This is an optimization exercise on Yosys and OpenROAD, whose aim is small area, a short achievable clock period and few clock cycles, not a production implementation. At most, simulation tests tie the RTL to the original design; equivalence was not proved. Power is estimated from default activity; no workload was simulated.

==> run G: inputs <==
==> flow/design.v (excerpt) <==
module swu_top #(
   parameter int IFM_WIDTH     = swu_pkg::DEF_IFM_WIDTH,
   parameter int IFM_HEIGHT    = swu_pkg::DEF_IFM_HEIGHT,
   parameter int IFM_CHANNELS  = swu_pkg::DEF_IFM_CHANNELS,
   parameter int KERNEL_HEIGHT = swu_pkg::DEF_KERNEL_HEIGHT,
   parameter int KERNEL_WIDTH  = swu_pkg::DEF_KERNEL_WIDTH,
   parameter int STRIDE_HT     = swu_pkg::DEF_STRIDE_HT,
   parameter int STRIDE_WT     = swu_pkg::DEF_STRIDE_WT
) (
   input  logic                aclk,
   input  logic                aresetn,
   input  swu_pkg::simd_word_t s_axis_tdata_i,
   input  logic                s_axis_tvalid_i,
   output logic                s_axis_tready_o,
   output swu_pkg::simd_word_t m_axis_tdata_o,
   output logic                m_axis_tvalid_o,
   input  logic                m_axis_tready_i
);
==> module swu_window_addr_gen, before the edit <==
module swu_window_addr_gen (
   input  logic        aclk,
   input  logic        aresetn,
   input  logic        step_i,
   output logic [16:0] pos_o,      
   output logic [16:0] pos_inc_o,  
   output logic [3:0]  sel_o       
);
   function automatic logic [16:0] decode(input logic [2:0] oy, input logic [2:0] ox,
                                          input logic [1:0] kh, input logic [1:0] kw,
                                          input logic [1:0] c);
      logic       lk;
      logic [4:0] req;
      logic [5:0] w;
      logic [6:0] wb;
      logic [6:0] wm;
      lk  = kh == 2'd0 && (ox == 3'd0 || kw != 2'd0);
      req = lk ? 5'd0 : (kh == 2'd0) ? 5'd24 + {3'd0, c} : 5'd12 + {1'b0, kw, c};
      w   = {ox, 3'b000} + {2'b00, kw, c};
      wb  = {1'b0, w} + 7'd20;
      wm  = (wb >= 7'd56) ? wb - 7'd56 : (wb >= 7'd28) ? wb - 7'd28 : wb;
      decode = {req, kh != 2'd1, lk, kh == 2'd1,
                oy == 3'd4 && ox == 3'd4 && kh == 2'd2 && kw == 2'd2 && c == 2'd3,
                ox == 3'd4 && kh == 2'd1 && kw == 2'd2 && c == 2'd3,
                wm[4:0],
                (wb >= 7'd28) && (wb < 7'd56),
                ox == 3'd4 && kh == 2'd1 && kw != 2'd0};
   endfunction
   function automatic logic [3:0] rsel(input logic [16:0] d, input logic [2:0] ox,
                                       input logic [1:0] kh, input logic [1:0] kw);
      rsel = {kh == 2'd2, kh == 2'd1, kh == 2'd0 && ox != 3'd0 && kw == 2'd0, d[1]};
   endfunction
   logic [2:0]  oy_q, ox_q, oy_i, ox_i;
   logic [1:0]  kh_q, kw_q, c_q, kh_i, kw_i, c_i;
   logic [16:0] pos_q, pos_n_q;
   logic [3:0]  sel_q, sel_n_q;
   always_comb begin
      oy_i = oy_q;
      ox_i = ox_q;
      kh_i = kh_q;
      kw_i = kw_q;
      c_i  = c_q + 2'd1;
      if (c_q == 2'd3) begin
         kw_i = (kw_q == 2'd2) ? 2'd0 : kw_q + 2'd1;
         if (kw_q == 2'd2) begin
            kh_i = (kh_q == 2'd2) ? 2'd0 : kh_q + 2'd1;
            if (kh_q == 2'd2) begin
               ox_i = (ox_q == 3'd4) ? 3'd0 : ox_q + 3'd1;
               if (ox_q == 3'd4) begin
                  oy_i = (oy_q == 3'd4) ? 3'd0 : oy_q + 3'd1;
               end
            end
         end
      end
   end
   always_ff @(posedge aclk) begin
      if (!aresetn) begin
         oy_q    <= '0;
         ox_q    <= '0;
         kh_q    <= '0;
         kw_q    <= '0;
         c_q     <= 2'd2;
         pos_q   <= decode(3'd0, 3'd0, 2'd0, 2'd0, 2'd0);
         sel_q   <= rsel(decode(3'd0, 3'd0, 2'd0, 2'd0, 2'd0), 3'd0, 2'd0, 2'd0);
         pos_n_q <= decode(3'd0, 3'd0, 2'd0, 2'd0, 2'd1);
         sel_n_q <= rsel(decode(3'd0, 3'd0, 2'd0, 2'd0, 2'd1), 3'd0, 2'd0, 2'd0);
      end else if (step_i) begin
         oy_q    <= oy_i;
         ox_q    <= ox_i;
         kh_q    <= kh_i;
         kw_q    <= kw_i;
         c_q     <= c_i;
         pos_q   <= pos_n_q;
         sel_q   <= sel_n_q;
         pos_n_q <= decode(oy_q, ox_q, kh_q, kw_q, c_q);
         sel_n_q <= rsel(decode(oy_q, ox_q, kh_q, kw_q, c_q), ox_q, kh_q, kw_q);
      end
   end
   assign pos_o     = pos_q;
   assign pos_inc_o = pos_n_q;
   assign sel_o     = sel_q;
endmodule
clock: 6.5 ns
lec_check: 0
abc_clock_period_in_ps: 2500
cap_margin: 20
core_margin: 2
core_utilization: 60
cts_buf_list: sky130_fd_sc_hd__clkbuf_16
cts_cluster_diameter: 60
cts_cluster_size: 32
setup_slack_margin: 4.3
slew_margin: 20
run.sh (not shown) runs the stock make flow with config.mk's settings and CLKGATE_MAP_FILE= SYNTH_SCRIPT=/design/flow/synth_recipe.tcl, a recipe that flattens the netlist after the stock synthesis.
==> run M (differences from run G) <==
--- a/flow/config.mk
+++ b/flow/config.mk
@@ -10,3 +10,3 @@
 export CORE_MARGIN = 2
-export CORE_UTILIZATION = 60
+export CORE_UTILIZATION = 72
 export CTS_BUF_LIST = sky130_fd_sc_hd__clkbuf_16
==> run Y (differences from run G) <==
--- a/flow/design.v
+++ b/flow/design.v
@@ -181,3 +181,3 @@
          kw_q    <= '0;
-         c_q     <= 2'd2;
+         c_q     <= 2'd1;
          pos_q   <= decode(3'd0, 3'd0, 2'd0, 2'd0, 2'd0);
@@ -194,4 +194,4 @@
          sel_q   <= sel_n_q;
-         pos_n_q <= decode(oy_q, ox_q, kh_q, kw_q, c_q);
-         sel_n_q <= rsel(decode(oy_q, ox_q, kh_q, kw_q, c_q), ox_q, kh_q, kw_q);
+         pos_n_q <= decode(oy_i, ox_i, kh_i, kw_i, c_i);
+         sel_n_q <= rsel(decode(oy_i, ox_i, kh_i, kw_i, c_i), ox_i, kh_i, kw_i);
       end
--- a/flow/config.mk
+++ b/flow/config.mk
@@ -11,5 +11,2 @@
 export CORE_UTILIZATION = 60
-export CTS_BUF_LIST = sky130_fd_sc_hd__clkbuf_16
-export CTS_CLUSTER_DIAMETER = 60
-export CTS_CLUSTER_SIZE = 32
 export SETUP_SLACK_MARGIN = 4.3
==> notes.md <==
P per Cell Area: run Y 424.7 nW/µm²; run G 381.0 nW/µm²; run M 375.3 nW/µm²
Clock group power: run Y 10100 µW; run G 6410 µW; run M 5750 µW
Crit path max fanout: run Y 6; run G 2; run M 2
Count of different cell masters after synthesis: run Y 80; run G 74; run M 74
Critical path depth: run Y 14; run G 1; run M 1
Total wirelength of the detailed-routed design: run Y 70.70 mm; run G 64.92 mm; run M 76.74 mm
FP Rows: run Y 100; run G 100; run M 91
Status: run Y no timing/DRC/antenna violations; run G no timing/DRC/antenna violations; run M no timing/DRC/antenna violations
Count of nets after finishing: run Y 3125; run G 3026; run M 3016
Relative area of clock buffers and inverters in the final design: run Y 11.00%; run G 5.797%; run M 4.524%
Post-synthesis net count: run Y 2921; run G 2907; run M 2907
Total power consumption of the routed design: run Y 22740 µW; run G 19110 µW; run M 18520 µW
Clock Skew: run Y 0.04533 ns; run G 0.03538 ns; run M 0.02770 ns
Testbench counts of run G, summed over its fixed seeds: cycles 55,664.
Testbench counts of run M, summed over its fixed seeds: cycles 55,664.
Only the layout flow was run in run Y; the RTL was not checked for function there.

-- separate check: timing with driven ports --
In the flow no input, the clock included, has a driving cell. The finished layouts below were timed again as built, in two steps. Step 1, drivers: a clkbuf_16 drives aclk and a buf_2 each remaining input, both assumed. Step 2 moves the port delays by t, midway between the first and last clock arrival at a register: inputs arrive t later, outputs are due t later. That takes back most of the time a late clock gives input paths. Slacks: no drivers / after step 1 / after step 2; pairs: no drivers / after step 1.
run	t, ns	slack for setup (ns)	worst register clock-pin slew, ns	pins driven straight from the clock port
run G	0.711	4.023 / 3.958 / 3.582	0.11 / 0.11	1
run M	0.709	4.046 / 3.984 / 3.507	0.12 / 0.12	1
run Y	0.788	3.738 / 3.738 / 3.523	0.07 / 0.07	1
After both steps setup and hold are still met in every run listed. The setup slack of run M, which loses most, moves by -0.062 ns with the drivers and by -0.539 ns with both steps.
